What follows belongs to an exercise in optimizing a design on an open flow for small area and a short achievable clock period; a production flow would make more cautious choices.
The RTL was checked by simulation tests, not by an equivalence proof against the original design.
No activity file was given, so power comes from the tool's default toggle rates.

==> inputs of run K <==
## cpuTop
module cpuTop
#(
	parameter int imemDepth = 64,              
	parameter int dmemDepth = 64
) (
	input  logic Clock,
	input  logic rstN,
	input  logic [31:0] startPc,
	input  logic progWe,
	input  logic [31:0] progAddr,
	input  logic [31:0] progData,
	output logic [31:0] pc,
	output logic [31:0] dMemOut
);
	logic [29:0] instrReg, nextInstr, seqWord, tgtWord, progPacked;
	logic [63:0] seqFetchSel, seqOnlySel, tgtFetchSel, progSel, storeSel, loadSel;
	logic seqHit, seqOnlyHit, tgtHit, takeTarget;
	logic [9:0] seqOnlyFields;
	logic [9:0] nextRegFields;
	logic isJ, isBeq, isLw, isSw, regWrite, useImm, signExt, subMode;
	logic selSum, selAnd, selOr, selXor, selNor, selSlt, selSltu, selLui;
	logic [4:0] destReg;
	logic [31:0] busA, busB, busW, aluResult, loadWord;
	logic memCarry;
	logic eq;
	pcCounter uPc (
		.Clock(Clock), .rstN(rstN), .startPc(startPc), .isJ(isJ), .isBeq(isBeq), .eq(eq),
		.target(instrReg[25:0]), .imm16(instrReg[15:0]), .progWe(progWe),
		.progIdx(progAddr[7:2]), .pc(pc), .seqFetchSel(seqFetchSel), .seqOnlySel(seqOnlySel),
		.tgtFetchSel(tgtFetchSel), .seqHit(seqHit), .seqOnlyHit(seqOnlyHit), .tgtHit(tgtHit),
		.takeTarget(takeTarget)
	);
	always_comb
		for (int i = 0; i < 64; i++)
			progSel[i] = progWe && (progAddr[7:2] == 6'(i));
	instrPacker uPack (.word(progData), .packedWord(progPacked));
	instrMemory uImem (
  ...
==> flow/config.mk <==
export PLATFORM = sky130hd
export DESIGN_NAME = cpuTop
export DESIGN_NICKNAME = cpuTop
export VERILOG_FILES = /design/flow/design.v
export SDC_FILE = /design/flow/constraint.sdc
export NUM_CORES = 4
export LEC_CHECK = 0
export CAP_MARGIN = 20
export CORE_MARGIN = 2
export CORE_UTILIZATION = 45
export CTS_CLUSTER_DIAMETER = 70
export CTS_CLUSTER_SIZE = 30
export PLACE_DENSITY = 0.56
export SETUP_SLACK_MARGIN = 5
export SLEW_MARGIN = 20
export SYNTH_HIERARCHICAL = 1
export TNS_END_PERCENT = 20
==> flow/constraint.sdc <==
create_clock -name core_clock -period 12.0 [get_ports {Clock}]
set_input_delay 2.4000 -clock core_clock [delete_from_list [all_inputs] [get_ports {Clock}]]
set_output_delay 2.4000 -clock core_clock [all_outputs]
set_load 0.01 [all_outputs]
standard.sh (not shown) runs the stock make flow with config.mk's settings and CLKGATE_MAP_FILE= SYNTH_SCRIPT=/design/flow/synth_recipe.tcl, a recipe that flattens the netlist after the stock synthesis.
==> flow/flow/run.sh <==
#!/bin/bash
set -uo pipefail
cd "$(dirname "${BASH_SOURCE[0]}")/.."
bash standard.sh SETUP_SLACK_MARGIN=6.5 finish > standard_finish.log 2>&1
==> run F (differences from run K) <==
--- a/flow/config.mk
+++ b/flow/config.mk
@@ -10,4 +10,2 @@
 export CORE_UTILIZATION = 45
-export CTS_CLUSTER_DIAMETER = 70
-export CTS_CLUSTER_SIZE = 30
 export PLACE_DENSITY = 0.56
==> notes <==
In flip-flop and latch count, run K and run F do not differ.
In run K the power is smaller than in run F, by 6.4%.
In synthesized cell count, run F and run K do not differ.
Core utilization: run F is higher than run K (1.2 points).
Maximum frequency: run K is higher than run F (about 0.5%).
In run K the first-iteration DRC count is lower than in run F, by 0.28%.
==> figures <==
Clock slew seen by the registers of the worst setup and hold paths: run F 0.06 ns; run K 0.11 ns
Clock Power Share: run F 0.246; run K 0.208
Leakage power figure: run F 83.2 nW; run K 80.2 nW
Post-CTS Resized: run F 933; run K 872
Final area over synthesized area: run F 1.183x; run K 1.156x
Vias in the first global route: run F 151000; run K 148000
Depth of the CTS H-tree: run F 6; run K 5
Run status: run F timing/DRC/antenna clean; run K timing/DRC/antenna clean
Worst-case setup margin in the final layout: run F 5.98 ns; run K 6.01 ns
Reported net switching power: run F 0.0288 W; run K 0.0285 W
Maximum fanout count along the critical path: run F 7; run K 6
CP Data Arrival Time: run F 6.90 ns; run K 6.86 ns
Multi-Input Combinational: run F 7363; run K 7365
Hold Slack: run F 0.486 ns; run K 0.492 ns

port drivers added, routing unchanged:
The results above use ideal ports. As a check the final layouts listed here were re-extracted and re-timed, cells and wires unchanged.
Step 1 sets driving cells, clkbuf_16 on the clock port and buf_2 on the other inputs (assumed; they add their load-dependent delay and slew).
Step 2 moves the port delays by t, midway between the first and last clock arrival at a register: inputs arrive t later, outputs are due t later. That takes back most of the time a late clock gives input paths.
Three values: no drivers, after step 1, after step 2; two values: the first two.
| run | t, ns | setup slack, ns | worst data-port slew with drivers (ns) |
|---|---|---|---|
| run K | 1.163 | 6.013 / 6.013 / 4.975 | 0.40 |
| run F | 1.220 | 5.984 / 5.984 / 4.825 | 0.40 |
After both steps setup and hold are still met in every run listed. The setup slack of run F, which loses most, moves by 0.000 ns with the drivers and by -1.159 ns with both steps.
